From an optimization exercise on the open Yosys and OpenROAD flow, aimed at a short achievable clock period and few clock cycles; shortcuts taken in it are not production practice. RTL that was checked went through simulation tests only; none was proved equivalent to the original.

// lc3b_pipeline
module lc3b_pipeline
#(
    parameter logic [15:0] RESET_PC = 16'h0000
)
(
    input  logic        clk,
    input  logic        rst,
    output logic        imem_read,
    output logic [15:0] imem_address,
    input  logic        imem_resp,
    input  logic [15:0] imem_rdata,
    output logic        dmem_read,
    output logic        dmem_write,
    output logic [15:0] dmem_address,
    output logic [15:0] dmem_wdata,
    output logic [1:0]  dmem_byte_enable,
    input  logic        dmem_resp,
    input  logic [15:0] dmem_rdata
);
Size in the first run: ~400 flip-flops, roughly 89 I/O pins, roughly 0.020 mm² of cells after synthesis.
clock: 4.5 ns
lec_check: 0
abc_clock_period_in_ps: 2000
cap_margin: 20
core_margin: 2
core_utilization: 40
setup_slack_margin: 2.5
slew_margin: 20
standard.sh (not shown) runs the stock make flow with config.mk's settings and CLKGATE_MAP_FILE= SYNTH_SCRIPT=/design/flow/synth_recipe.tcl, a recipe that flattens the netlist after the stock synthesis.
==> flow/flow/run.sh <==
#!/bin/bash
# Standard layout with these changes: ports buffered with buf_4 instead of the
# smallest buffer; the resizer free to change a cell's footprint; adders left
# to ABC as plain logic instead of full/half-adder cells; and a few slow
# gates (majority, and the 3x2 AND-OR-invert that comes in one size) kept out of the
# combinational logic, on top of the platform's own don't-use list.
set -euo pipefail
PLATFORM_DONT_USE="sky130_fd_sc_hd__probe_p_8 sky130_fd_sc_hd__probec_p_8 sky130_fd_sc_hd__lpflow_bleeder_1 sky130_fd_sc_hd__lpflow_clkbufkapwr_1 sky130_fd_sc_hd__lpflow_clkbufkapwr_16 sky130_fd_sc_hd__lpflow_clkbufkapwr_2 sky130_fd_sc_hd__lpflow_clkbufkapwr_4 sky130_fd_sc_hd__lpflow_clkbufkapwr_8 sky130_fd_sc_hd__lpflow_clkinvkapwr_1 sky130_fd_sc_hd__lpflow_clkinvkapwr_16 sky130_fd_sc_hd__lpflow_clkinvkapwr_2 sky130_fd_sc_hd__lpflow_clkinvkapwr_4 sky130_fd_sc_hd__lpflow_clkinvkapwr_8 sky130_fd_sc_hd__lpflow_decapkapwr_12 sky130_fd_sc_hd__lpflow_decapkapwr_3 sky130_fd_sc_hd__lpflow_decapkapwr_4 sky130_fd_sc_hd__lpflow_decapkapwr_6 sky130_fd_sc_hd__lpflow_decapkapwr_8 sky130_fd_sc_hd__lpflow_inputiso0n_1 sky130_fd_sc_hd__lpflow_inputiso0p_1 sky130_fd_sc_hd__lpflow_inputiso1n_1 sky130_fd_sc_hd__lpflow_inputiso1p_1 sky130_fd_sc_hd__lpflow_inputisolatch_1 sky130_fd_sc_hd__lpflow_isobufsrc_1 sky130_fd_sc_hd__lpflow_isobufsrc_16 sky130_fd_sc_hd__lpflow_isobufsrc_2 sky130_fd_sc_hd__lpflow_isobufsrc_4 sky130_fd_sc_hd__lpflow_isobufsrc_8 sky130_fd_sc_hd__lpflow_isobufsrckapwr_16 sky130_fd_sc_hd__lpflow_lsbuf_lh_hl_isowell_tap_1 sky130_fd_sc_hd__lpflow_lsbuf_lh_hl_isowell_tap_2 sky130_fd_sc_hd__lpflow_lsbuf_lh_hl_isowell_tap_4 sky130_fd_sc_hd__lpflow_lsbuf_lh_isowell_4 sky130_fd_sc_hd__lpflow_lsbuf_lh_isowell_tap_1 sky130_fd_sc_hd__lpflow_lsbuf_lh_isowell_tap_2 sky130_fd_sc_hd__lpflow_lsbuf_lh_isowell_tap_4"
SLOW="sky130_fd_sc_hd__maj3_1 sky130_fd_sc_hd__maj3_2 sky130_fd_sc_hd__maj3_4 sky130_fd_sc_hd__a222oi_1"
bash standard.sh "BUFFER_PORTS_ARGS=-buffer_cell sky130_fd_sc_hd__buf_4" MATCH_CELL_FOOTPRINT=0 ADDER_MAP_FILE= \
    "DONT_USE_CELLS=$PLATFORM_DONT_USE $SLOW" finish > make_finish.log 2>&1
Edit:
==> flow/flow/run.sh (replaced) <==
#!/bin/bash
# Standard layout; ports buffered with buf_4 instead of the smallest buffer,
# the resizer free to change a cell's footprint, and adders left to ABC as
# plain logic instead of full/half-adder cells.
set -euo pipefail
bash standard.sh "BUFFER_PORTS_ARGS=-buffer_cell sky130_fd_sc_hd__buf_4" MATCH_CELL_FOOTPRINT=0 ADDER_MAP_FILE= finish > make_finish.log 2>&1
The new run finished with timing, DRC and antenna clean.
Via count goes down slightly.
Design area goes down by a few percent.
Count of clock-buffer cells in the layout rose by 4.
Critical path depth decreases by 2.
Maximum frequency went down by about a fifth.
Worst setup slack got worse by 440 ps.
Final cell count decreases slightly.
Synthesized cell count decreases slightly.
Register-to-register slack is worse by 440 ps.
No run of this note included a check of the RTL's function; only the layout flow was run.

* * *

## try-juniper
lc3b_pipeline, a different RTL version from the one above (not shown whole).
Size in the first run: roughly 1700 cells after synthesis, roughly 380 flip-flops, roughly 89 I/O pins.
clock: 4.5 ns
lec_check: 0
abc_clock_period_in_ps: 2300
cap_margin: 20
core_margin: 2
core_utilization: 40
setup_slack_margin: 2.2
slew_margin: 20
tns_end_percent: 100
run.sh (not shown) runs the stock make flow with config.mk's settings and CLKGATE_MAP_FILE= SYNTH_SCRIPT=/design/flow/synth_recipe.tcl, a recipe that flattens the netlist after the stock synthesis.
Stock flow here: none of the scripts above is used.
Testbench counts of try-juniper, summed over its fixed seeds: cycles 74,271.
diff inputs: try-juniper => try-xenon
Settings: ABC_CLOCK_PERIOD_IN_PS no longer set, was 2300; SETUP_SLACK_MARGIN no longer set, was 2.2; TNS_END_PERCENT no longer set, was 100.
Notes after the runs:
Going from try-juniper to try-xenon, the worst setup timing slack at the placement stage was found to have gone down by 0.28 ns. try-xenon: setup slack after layout is 0.64 ns lower than what try-juniper reported. Of try-juniper and try-xenon, the run reporting the higher last weighted congestion value of the routability-driven placer was try-juniper.
#### Input delta (try-indigo over try-xenon)
Settings: setting ABC_CLOCK_PERIOD_IN_PS to 2000 for the first time; setting SETUP_SLACK_MARGIN to 2.5 for the first time.
--- outcome ---
- Compared with try-xenon, try-indigo shows a higher end-of-flow core utilization.
- Largest fanout on the critical path: higher on try-xenon
- Looking at all-layer global routing usage, try-indigo sits 4.1 points above try-xenon.
- The design area in try-xenon is 0.815 times that in try-indigo.

[what the ideal ports hide]
How much do the figures lean on ideal ports? The routed layouts below were timed once more, with nothing changed but the port constraints.
Step 1 sets driving cells, clkbuf_16 on the clock port and buf_2 on the other inputs (assumed; they add their load-dependent delay and slew).
Step 2 also shifts input and output timing later by t, the mid clock arrival at the registers, as if the neighbouring blocks saw the same clock.
Slacks: ideal ports / drivers / drivers and shift; pairs: ideal ports / drivers.
run	t (ns)	setup slack, ns	worst setup path at the end	clock arrival spread, ns	worst slew at a driven data input, ns
the first run of note 1	0.607	1.908 / 1.908 / 1.466	input to register	0.019 / 0.019	0.06
the second run of note 1	0.645	1.469 / 1.469 / 1.369	input to register	0.030 / 0.029	0.06
try-juniper	0.603	1.454 / 1.454 / 1.023	input to register	0.026 / 0.026	0.05
try-xenon	0.604	0.813 / 0.813 / 0.341	input to register	0.021 / 0.020	0.06
try-indigo	0.608	1.605 / 1.605 / 1.100	input to register	0.020 / 0.020	0.05
After both steps setup and hold are still met in every run listed. For try-indigo, which loses most, drivers alone change the setup slack by 0.000 ns; drivers and shift together by -0.505 ns.
